Source: an optimization exercise on an open RTL-to-GDS flow (aim: a short achievable clock period). Production flows keep margins and buffers that such runs may drop.
At most, simulation tests tie the RTL to the original design; equivalence was not proved.
Power is estimated from default activity; no workload was simulated.

==> inputs of garnet <==
==> flow/design.v (excerpt) <==
module noise_top (
	input logic clk,
	input logic reset,
	input logic reg_wr_en,
	input video_pkg::reg_addr_t reg_addr,
	input video_pkg::dim_t reg_wdata,
	input video_pkg::reg_addr_t reg_rd_addr,
	output video_pkg::dim_t reg_rdata,
	input video_pkg::pixel_t s_axis_tdata,
	input logic s_axis_tvalid,
	input logic s_axis_tuser,
	output logic s_axis_tready,
	output noise_pkg::variance_t estimated_noise,
	output logic estimated_noise_ready
);
	video_pkg::block_count_t blocks;
	noise_pkg::pixel_thirds_t pixel;
	logic sample_valid;
	logic frame_start;
	logic result_valid;
	noise_pkg::sum_sq_t part_sum_sq;
	logic [15:0] last_sq;
	logic [15:0] mean_sq;
	logic [23:0] part_sum_sq_min;
	noise_pkg::variance_t block_min;
	frame_config_regs u_regs (
		.clk(clk),
		.reset(reset),
		.reg_wr_en(reg_wr_en),
		.reg_addr(reg_addr),
		.reg_wdata(reg_wdata),
		.reg_rd_addr(reg_rd_addr),
		.reg_rdata(reg_rdata),
		.blocks(blocks)
	);
	pixel_ingest u_ingest (
		.clk(clk),
		.reset(reset),
		.s_axis_tdata(s_axis_tdata),
		.s_axis_tvalid(s_axis_tvalid),
		.s_axis_tuser(s_axis_tuser),
		.s_axis_tready(s_axis_tready),
		.pixel(pixel),
  ...
==> flow/config.mk <==
export PLATFORM = sky130hd
export DESIGN_NAME = noise_top
export DESIGN_NICKNAME = noise_top
export VERILOG_FILES = /design/flow/design.v
export SDC_FILE = /design/flow/constraint.sdc
export NUM_CORES = 4
export LEC_CHECK = 0
export CAP_MARGIN = 20
export CORE_MARGIN = 2
export CORE_UTILIZATION = 40
export SETUP_SLACK_MARGIN = 4.2
export SLEW_MARGIN = 20
export TNS_END_PERCENT = 100
==> flow/constraint.sdc <==
create_clock -name core_clock -period 7.0 [get_ports {clk}]
set_input_delay 1.4000 -clock core_clock [delete_from_list [all_inputs] [get_ports {clk}]]
set_output_delay 1.4000 -clock core_clock [all_outputs]
set_load 0.01 [all_outputs]
run.sh (not shown) runs the stock make flow with config.mk's settings and CLKGATE_MAP_FILE= SYNTH_SCRIPT=/design/flow/synth_recipe.tcl, a recipe that flattens the netlist after the stock synthesis.
==> willow (differences from garnet) <==
--- a/flow/design.v
+++ b/flow/design.v
@@ -1034,11 +1034,11 @@
 	output logic sample_valid
 );
 	logic accept;
 	logic [8:0] red, green, blue;
 	logic [6:0] q_r, q_g, q_b;
-	logic [1:0] rem_third;
+	logic [2:0] rem_sum;
 	function automatic logic [8:0] third_of(input logic [7:0] c);
 		case (c)
 			8'd0: third_of = {7'd0, 2'd0};
 			8'd1: third_of = {7'd0, 2'd1};
 			8'd2: third_of = {7'd0, 2'd2};
@@ -1303,42 +1303,11 @@
 	assign green = third_of(s_axis_tdata[video_pkg::green_lsb +: video_pkg::channel_width]);
 	assign blue = third_of(s_axis_tdata[video_pkg::blue_lsb +: video_pkg::channel_width]);
 	assign q_r = red[8:2];
 	assign q_g = green[8:2];
 	assign q_b = blue[8:2];
-	always_comb begin
-		case ({red[1:0], green[1:0], blue[1:0]})
-			6'b000000: rem_third = 2'd0;
-			6'b000001: rem_third = 2'd0;
-			6'b000010: rem_third = 2'd0;
-			6'b000100: rem_third = 2'd0;
-			6'b000101: rem_third = 2'd0;
-			6'b000110: rem_third = 2'd1;
-			6'b001000: rem_third = 2'd0;
-			6'b001001: rem_third = 2'd1;
-			6'b001010: rem_third = 2'd1;
-			6'b010000: rem_third = 2'd0;
-			6'b010001: rem_third = 2'd0;
-			6'b010010: rem_third = 2'd1;
-			6'b010100: rem_third = 2'd0;
-			6'b010101: rem_third = 2'd1;
-			6'b010110: rem_third = 2'd1;
-			6'b011000: rem_third = 2'd1;
-			6'b011001: rem_third = 2'd1;
-			6'b011010: rem_third = 2'd1;
-			6'b100000: rem_third = 2'd0;
-			6'b100001: rem_third = 2'd1;
-			6'b100010: rem_third = 2'd1;
-			6'b100100: rem_third = 2'd1;
-			6'b100101: rem_third = 2'd1;
-			6'b100110: rem_third = 2'd1;
-			6'b101000: rem_third = 2'd1;
-			6'b101001: rem_third = 2'd1;
-			6'b101010: rem_third = 2'd2;
-			default: rem_third = 2'd0;
-		endcase
-	end
+	assign rem_sum = 3'(red[1:0]) + 3'(green[1:0]) + 3'(blue[1:0]);
 	always_ff @(posedge clk) begin
 		if (reset) begin
 			s_axis_tready <= 1'b0;
 		end else begin
 			s_axis_tready <= 1'b1;
@@ -1353,26 +1322,26 @@
 	end
 	always_ff @(posedge clk) begin
 		pixel.sof <= s_axis_tuser;
 		pixel.third_sum <= q_r ^ q_g ^ q_b;
 		pixel.third_carry <= (q_r & q_g) | (q_r & q_b) | (q_g & q_b);
-		pixel.rem_third <= rem_third;
+		pixel.rem_third <= (rem_sum >= 3'd6) ? 2'd2 : (rem_sum >= 3'd3) ? 2'd1 : 2'd0;
 	end
 endmodule
 `timescale 1ns/1ns
 module block_stats (
 	input logic clk,
 	input logic reset,
 	input noise_pkg::pixel_thirds_t pixel,
 	input logic sample_valid,
-	input noise_pkg::variance_t block_min,
+	input noise_pkg::variance_t min_var,
 	output logic frame_start,
 	output logic result_valid,
 	output noise_pkg::sum_sq_t part_sum_sq,
 	output logic [15:0] last_sq,
 	output logic [15:0] mean_sq,
-	output logic [23:0] part_sum_sq_min
+	output logic [16:0] mean_sq_min
 );
 	logic [video_pkg::block_shift-1:0] sample_count;
 	logic count_zero;
 	logic count_last;
 	logic first_sample;
@@ -1386,17 +1355,15 @@
 	logic valid_d2;
 	logic first_d2;
 	logic blk_valid;
 	logic sof_d1;
 	logic [15:0] luma_sq;
-	logic [15:0] luma_sq1;
 	logic [15:0] blk_mean_sq;
-	logic [15:0] last_sq1;
+	logic [16:0] blk_mean_sq_min;
 	logic valid_d3;
 	logic first_d3;
 	noise_pkg::sum_sq_t acc_sum_sq;
-	logic [23:0] acc_sum_sq_min;
 	logic [7:0] l_s, l_c;
 	assign l_s = {1'b0, pixel.third_sum} ^ {pixel.third_carry, 1'b0} ^ {6'd0, pixel.rem_third};
 	assign l_c = ({1'b0, pixel.third_sum} & {pixel.third_carry, 1'b0})
 		| ({1'b0, pixel.third_sum} & {6'd0, pixel.rem_third})
 		| ({pixel.third_carry, 1'b0} & {6'd0, pixel.rem_third});
@@ -1439,30 +1406,24 @@
 		blk_sum <= sum_next;
 		valid_d2 <= sample_valid;
 		first_d2 <= first_sample;
 	end
 	square8 u_luma_sq (.x(luma_d), .y(luma_sq));
-	square8_inc u_luma_sq1 (.x(luma_d), .y(luma_sq1));
 	square8 u_mean_sq (.x(blk_sum[13:6]), .y(blk_mean_sq));
+	square8_add u_mean_sq_min (.x(blk_sum[13:6]), .a(min_var), .y(blk_mean_sq_min));
 	always_ff @(posedge clk) begin
 		last_sq <= luma_sq;
 		mean_sq <= blk_mean_sq;
-		last_sq1 <= luma_sq1;
+		mean_sq_min <= blk_mean_sq_min;
 		valid_d3 <= valid_d2;
 		first_d3 <= first_d2;
 	end
 	always_ff @(posedge clk) begin
 		if (valid_d3)
 			acc_sum_sq <= (first_d3 ? noise_pkg::sum_sq_t'(0) : acc_sum_sq) + noise_pkg::sum_sq_t'(last_sq);
 	end
-	always_ff @(posedge clk) begin
-		if (valid_d3)
-			acc_sum_sq_min <= (first_d3 ? {2'b11, ~block_min, 6'b111111} : acc_sum_sq_min)
-				+ 24'(first_d3 ? last_sq1 : last_sq);
-	end
 	assign part_sum_sq = acc_sum_sq;
-	assign part_sum_sq_min = acc_sum_sq_min;
 	always_ff @(posedge clk) begin
 		if (reset) begin
 			blk_valid <= 1'b0;
 			result_valid <= 1'b0;
 			sof_d1 <= 1'b0;
@@ -1539,13 +1500,14 @@
 	assign t_28 = (t_12 & (x[3] & x[7])) | (t_12 & (x[4] & x[6])) | ((x[3] & x[7]) & (x[4] & x[6]));
 	assign t_29 = (x[4] & x[7]) ^ (x[5] & x[6]) ^ x[6];
 	assign t_30 = ((x[4] & x[7]) & (x[5] & x[6])) | ((x[4] & x[7]) & x[6]) | ((x[5] & x[6]) & x[6]);
 	assign y = {1'b0, (x[6] & x[7]), t_30, t_28, t_26, t_24, t_22, t_20, t_18, t_16, t_14, t_13, (x[0] & x[2]), (x[0] & x[1]), 1'b0, x[0]} + {1'b0, x[7], (x[5] & x[7]), t_29, t_27, t_25, t_23, t_21, t_19, t_17, t_15, x[2], 1'b0, x[1], 1'b0, 1'b0};
 endmodule
-module square8_inc (
+module square8_add (
 	input logic [7:0] x,
-	output logic [15:0] y
+	input logic [15:0] a,
+	output logic [16:0] y
 );
 	logic t_1;
 	logic t_2;
 	logic t_3;
 	logic t_4;
@@ -1573,41 +1535,93 @@
 	logic t_26;
 	logic t_27;
 	logic t_28;
 	logic t_29;
 	logic t_30;
-	assign t_1 = (x[0] & x[7]) ^ (x[1] & x[6]);
-	assign t_2 = (x[0] & x[7]) & (x[1] & x[6]);
-	assign t_3 = (x[0] & x[5]) ^ (x[1] & x[4]);
-	assign t_4 = (x[0] & x[5]) & (x[1] & x[4]);
-	assign t_5 = (x[0] & x[6]) ^ (x[1] & x[5]);
-	assign t_6 = (x[0] & x[6]) & (x[1] & x[5]);
-	assign t_7 = t_1 ^ (x[2] & x[5]) ^ (x[3] & x[4]);
-	assign t_8 = (t_1 & (x[2] & x[5])) | (t_1 & (x[3] & x[4])) | ((x[2] & x[5]) & (x[3] & x[4]));
-	assign t_9 = t_2 ^ (x[1] & x[7]) ^ (x[2] & x[6]);
-	assign t_10 = (t_2 & (x[1] & x[7])) | (t_2 & (x[2] & x[6])) | ((x[1] & x[7]) & (x[2] & x[6]));
+	logic t_31;
+	logic t_32;
+	logic t_33;
+	logic t_34;
+	logic t_35;
+	logic t_36;
+	logic t_37;
+	logic t_38;
+	logic t_39;
+	logic t_40;
+	logic t_41;
+	logic t_42;
+	logic t_43;
+	logic t_44;
+	logic t_45;
+	logic t_46;
+	logic t_47;
+	logic t_48;
+	logic t_49;
+	logic t_50;
+	logic t_51;
+	logic t_52;
+	logic t_53;
+	logic t_54;
+	logic t_55;
+	logic t_56;
+	assign t_1 = (x[0] & x[5]) ^ (x[1] & x[4]);
+	assign t_2 = (x[0] & x[5]) & (x[1] & x[4]);
+	assign t_3 = (x[0] & x[6]) ^ (x[1] & x[5]);
+	assign t_4 = (x[0] & x[6]) & (x[1] & x[5]);
+	assign t_5 = (x[0] & x[7]) ^ (x[1] & x[6]) ^ (x[2] & x[5]);
+	assign t_6 = ((x[0] & x[7]) & (x[1] & x[6])) | ((x[0] & x[7]) & (x[2] & x[5])) | ((x[1] & x[6]) & (x[2] & x[5]));
+	assign t_7 = (x[3] & x[4]) ^ x[4];
+	assign t_8 = (x[3] & x[4]) & x[4];
+	assign t_9 = (x[1] & x[7]) ^ (x[2] & x[6]) ^ (x[3] & x[5]);
+	assign t_10 = ((x[1] & x[7]) & (x[2] & x[6])) | ((x[1] & x[7]) & (x[3] & x[5])) | ((x[2] & x[6]) & (x[3] & x[5]));
 	assign t_11 = (x[2] & x[7]) ^ (x[3] & x[6]) ^ (x[4] & x[5]);
 	assign t_12 = ((x[2] & x[7]) & (x[3] & x[6])) | ((x[2] & x[7]) & (x[4] & x[5])) | ((x[3] & x[6]) & (x[4] & x[5]));
 	assign t_13 = (x[0] & x[3]) ^ (x[1] & x[2]);
 	assign t_14 = (x[0] & x[3]) & (x[1] & x[2]);
 	assign t_15 = (x[0] & x[4]) ^ (x[1] & x[3]);
 	assign t_16 = (x[0] & x[4]) & (x[1] & x[3]);
-	assign t_17 = t_3 ^ (x[2] & x[3]) ^ x[3];
-	assign t_18 = (t_3 & (x[2] & x[3])) | (t_3 & x[3]) | ((x[2] & x[3]) & x[3]);
-	assign t_19 = t_4 ^ t_5 ^ (x[2] & x[4]);
-	assign t_20 = (t_4 & t_5) | (t_4 & (x[2] & x[4])) | (t_5 & (x[2] & x[4]));
-	assign t_21 = t_6 ^ t_7 ^ x[4];
-	assign t_22 = (t_6 & t_7) | (t_6 & x[4]) | (t_7 & x[4]);
-	assign t_23 = t_8 ^ t_9 ^ (x[3] & x[5]);
-	assign t_24 = (t_8 & t_9) | (t_8 & (x[3] & x[5])) | (t_9 & (x[3] & x[5]));
+	assign t_17 = t_1 ^ (x[2] & x[3]) ^ x[3];
+	assign t_18 = (t_1 & (x[2] & x[3])) | (t_1 & x[3]) | ((x[2] & x[3]) & x[3]);
+	assign t_19 = t_2 ^ t_3 ^ (x[2] & x[4]);
+	assign t_20 = (t_2 & t_3) | (t_2 & (x[2] & x[4])) | (t_3 & (x[2] & x[4]));
+	assign t_21 = t_4 ^ t_5 ^ t_7;
+	assign t_22 = (t_4 & t_5) | (t_4 & t_7) | (t_5 & t_7);
+	assign t_23 = t_6 ^ t_8 ^ t_9;
+	assign t_24 = (t_6 & t_8) | (t_6 & t_9) | (t_8 & t_9);
 	assign t_25 = t_10 ^ t_11 ^ x[5];
 	assign t_26 = (t_10 & t_11) | (t_10 & x[5]) | (t_11 & x[5]);
 	assign t_27 = t_12 ^ (x[3] & x[7]) ^ (x[4] & x[6]);
 	assign t_28 = (t_12 & (x[3] & x[7])) | (t_12 & (x[4] & x[6])) | ((x[3] & x[7]) & (x[4] & x[6]));
 	assign t_29 = (x[4] & x[7]) ^ (x[5] & x[6]) ^ x[6];
 	assign t_30 = ((x[4] & x[7]) & (x[5] & x[6])) | ((x[4] & x[7]) & x[6]) | ((x[5] & x[6]) & x[6]);
-	assign y = {1'b0, (x[6] & x[7]), t_30, t_28, t_26, t_24, t_22, t_20, t_18, t_16, t_14, t_13, (x[0] & x[2]), (x[0] & x[1]), 1'b0, x[0]} + {1'b0, x[7], (x[5] & x[7]), t_29, t_27, t_25, t_23, t_21, t_19, t_17, t_15, x[2], 1'b0, x[1], 1'b0, 1'b1};
+	assign t_31 = (x[0] & x[1]) ^ x[1];
+	assign t_32 = (x[0] & x[1]) & x[1];
+	assign t_33 = (x[0] & x[2]) ^ a[3];
+	assign t_34 = (x[0] & x[2]) & a[3];
+	assign t_35 = t_13 ^ x[2] ^ a[4];
+	assign t_36 = (t_13 & x[2]) | (t_13 & a[4]) | (x[2] & a[4]);
+	assign t_37 = t_14 ^ t_15 ^ a[5];
+	assign t_38 = (t_14 & t_15) | (t_14 & a[5]) | (t_15 & a[5]);
+	assign t_39 = t_16 ^ t_17 ^ a[6];
+	assign t_40 = (t_16 & t_17) | (t_16 & a[6]) | (t_17 & a[6]);
+	assign t_41 = t_18 ^ t_19 ^ a[7];
+	assign t_42 = (t_18 & t_19) | (t_18 & a[7]) | (t_19 & a[7]);
+	assign t_43 = t_20 ^ t_21 ^ a[8];
+	assign t_44 = (t_20 & t_21) | (t_20 & a[8]) | (t_21 & a[8]);
+	assign t_45 = t_22 ^ t_23 ^ a[9];
+	assign t_46 = (t_22 & t_23) | (t_22 & a[9]) | (t_23 & a[9]);
+	assign t_47 = t_24 ^ t_25 ^ a[10];
+	assign t_48 = (t_24 & t_25) | (t_24 & a[10]) | (t_25 & a[10]);
+	assign t_49 = t_26 ^ t_27 ^ a[11];
+	assign t_50 = (t_26 & t_27) | (t_26 & a[11]) | (t_27 & a[11]);
+	assign t_51 = t_28 ^ t_29 ^ a[12];
+	assign t_52 = (t_28 & t_29) | (t_28 & a[12]) | (t_29 & a[12]);
+	assign t_53 = t_30 ^ (x[5] & x[7]) ^ a[13];
+	assign t_54 = (t_30 & (x[5] & x[7])) | (t_30 & a[13]) | ((x[5] & x[7]) & a[13]);
+	assign t_55 = (x[6] & x[7]) ^ x[7] ^ a[14];
+	assign t_56 = ((x[6] & x[7]) & x[7]) | ((x[6] & x[7]) & a[14]) | (x[7] & a[14]);
+	assign y = {1'b0, t_56, t_54, t_52, t_50, t_48, t_46, t_44, t_42, t_40, t_38, t_36, t_34, t_32, t_31, a[1], x[0]} + {1'b0, a[15], t_55, t_53, t_51, t_49, t_47, t_45, t_43, t_41, t_39, t_37, t_35, t_33, a[2], 1'b0, a[0]};
 endmodule
 `timescale 1ns/1ns
 module noise_estimator (
 	input logic clk,
 	input logic reset,
@@ -1615,23 +1629,22 @@
 	input logic frame_start,
 	input logic result_valid,
 	input noise_pkg::sum_sq_t part_sum_sq,
 	input logic [15:0] last_sq,
 	input logic [15:0] mean_sq,
-	input logic [23:0] part_sum_sq_min,
-	output noise_pkg::variance_t block_min,
+	input logic [16:0] mean_sq_min,
+	output noise_pkg::variance_t min_var,
 	output noise_pkg::variance_t estimated_noise,
 	output logic estimated_noise_ready
 );
 	noise_pkg::estimator_state_t state;
 	video_pkg::block_count_t blk_count_next;
 	logic last_block;
 	noise_pkg::variance_t variance;
 	logic [23:0] below_diff;
 	logic take_result;
 	logic frame_done;
-	noise_pkg::variance_t min_var;
 	noise_pkg::variance_t var_reg;
 	logic below_reg;
 	logic take_reg;
 	noise_pkg::variance_t min_new;
 	logic [21:0] v_x, v_y, v_z, v_s, v_c, v_r;
@@ -1641,13 +1654,13 @@
 	assign v_s = v_x ^ v_y ^ v_z;
 	assign v_c = (v_x & v_y) | (v_x & v_z) | (v_y & v_z);
 	assign v_r = v_s + {v_c[20:0], 1'b1};
 	assign variance = v_r[21:6];
 	logic [23:0] d_x, d_y, d_z, d_s, d_c;
-	assign d_x = part_sum_sq_min;
+	assign d_x = 24'(part_sum_sq);
 	assign d_y = 24'(last_sq);
-	assign d_z = ~{2'd0, mean_sq, 6'd0};
+	assign d_z = ~{1'b0, mean_sq_min, 6'd0};
 	assign d_s = d_x ^ d_y ^ d_z;
 	assign d_c = (d_x & d_y) | (d_x & d_z) | (d_y & d_z);
 	assign below_diff = d_s + {d_c[22:0], 1'b1};
 	assign take_result = (state == noise_pkg::collect) && result_valid && !frame_start;
 	assign frame_done = take_result && last_block;
@@ -1697,11 +1710,10 @@
 		if (frame_start)
 			min_var <= '1;
 		else if (take_reg)
 			min_var <= min_new;
 	end
-	assign block_min = frame_start ? '1 : take_reg ? min_new : min_var;
 	assign estimated_noise = min_new;
 	assign estimated_noise_ready = (state == noise_pkg::report);
 endmodule
 `timescale 1ns/1ns
 module noise_top (
@@ -1725,12 +1737,12 @@
 	logic frame_start;
 	logic result_valid;
 	noise_pkg::sum_sq_t part_sum_sq;
 	logic [15:0] last_sq;
 	logic [15:0] mean_sq;
-	logic [23:0] part_sum_sq_min;
-	noise_pkg::variance_t block_min;
+	logic [16:0] mean_sq_min;
+	noise_pkg::variance_t min_var;
 	frame_config_regs u_regs (
 		.clk(clk),
 		.reset(reset),
 		.reg_wr_en(reg_wr_en),
 		.reg_addr(reg_addr),
@@ -1752,28 +1764,28 @@
 	block_stats u_stats (
 		.clk(clk),
 		.reset(reset),
 		.pixel(pixel),
 		.sample_valid(sample_valid),
-		.block_min(block_min),
+		.min_var(min_var),
 		.frame_start(frame_start),
 		.result_valid(result_valid),
 		.part_sum_sq(part_sum_sq),
 		.last_sq(last_sq),
 		.mean_sq(mean_sq),
-		.part_sum_sq_min(part_sum_sq_min)
+		.mean_sq_min(mean_sq_min)
 	);
 	noise_estimator u_estimator (
 		.clk(clk),
 		.reset(reset),
 		.blocks(blocks),
 		.frame_start(frame_start),
 		.result_valid(result_valid),
 		.part_sum_sq(part_sum_sq),
 		.last_sq(last_sq),
 		.mean_sq(mean_sq),
-		.part_sum_sq_min(part_sum_sq_min),
-		.block_min(block_min),
+		.mean_sq_min(mean_sq_min),
+		.min_var(min_var),
 		.estimated_noise(estimated_noise),
 		.estimated_noise_ready(estimated_noise_ready)
 	);
 endmodule
--- a/flow/config.mk
+++ b/flow/config.mk
@@ -6,8 +6,8 @@
 export NUM_CORES = 4
 export LEC_CHECK = 0
 export CAP_MARGIN = 20
 export CORE_MARGIN = 2
 export CORE_UTILIZATION = 40
-export SETUP_SLACK_MARGIN = 4.2
+export SETUP_SLACK_MARGIN = 3.8
 export SLEW_MARGIN = 20
 export TNS_END_PERCENT = 100
==> notes <==
Between willow and garnet, the lower core utilization is in willow (gap 1.4 points). Between garnet and willow, the lower setup slack is in willow (gap 250 ps). Global-route usage: garnet is higher than willow (0.42 points). Against willow, the power of garnet is higher by about 15%. Between willow and garnet, the lower hold slack is in garnet (gap 0.69 ps). Against garnet, the die area of willow is lower by about 3.3%. Between willow and garnet, the lower clock power is in willow (gap about 11%, measured against garnet).
Function not checked in willow: the RTL went through the layout flow alone.

==> separate check: timing with driven ports <==
The flow's constraints put no driver on any port. The routed layouts listed below were extracted and timed again, unchanged, in two steps.
Step 1, drivers: a clkbuf_16 drives clk and a buf_2 each remaining input, both assumed.
Step 2 also shifts input and output timing later by t, the mid clock arrival at the registers, as if the neighbouring blocks saw the same clock.
Slacks: no drivers / after step 1 / after step 2; pairs: no drivers / after step 1.
| run | t, ns | setup WS [ns] | worst hold slack (ns) |
|---|---|---|---|
| garnet | 0.670 | 3.605 / 3.447 / 3.261 | 0.324 / 0.324 / 0.324 |
| willow | 0.659 | 3.354 / 3.354 / 2.934 | 0.325 / 0.325 / 0.325 |
After both steps setup and hold are still met in every run listed. For willow, which loses most, drivers alone change the setup slack by 0.000 ns; drivers and shift together by -0.420 ns.
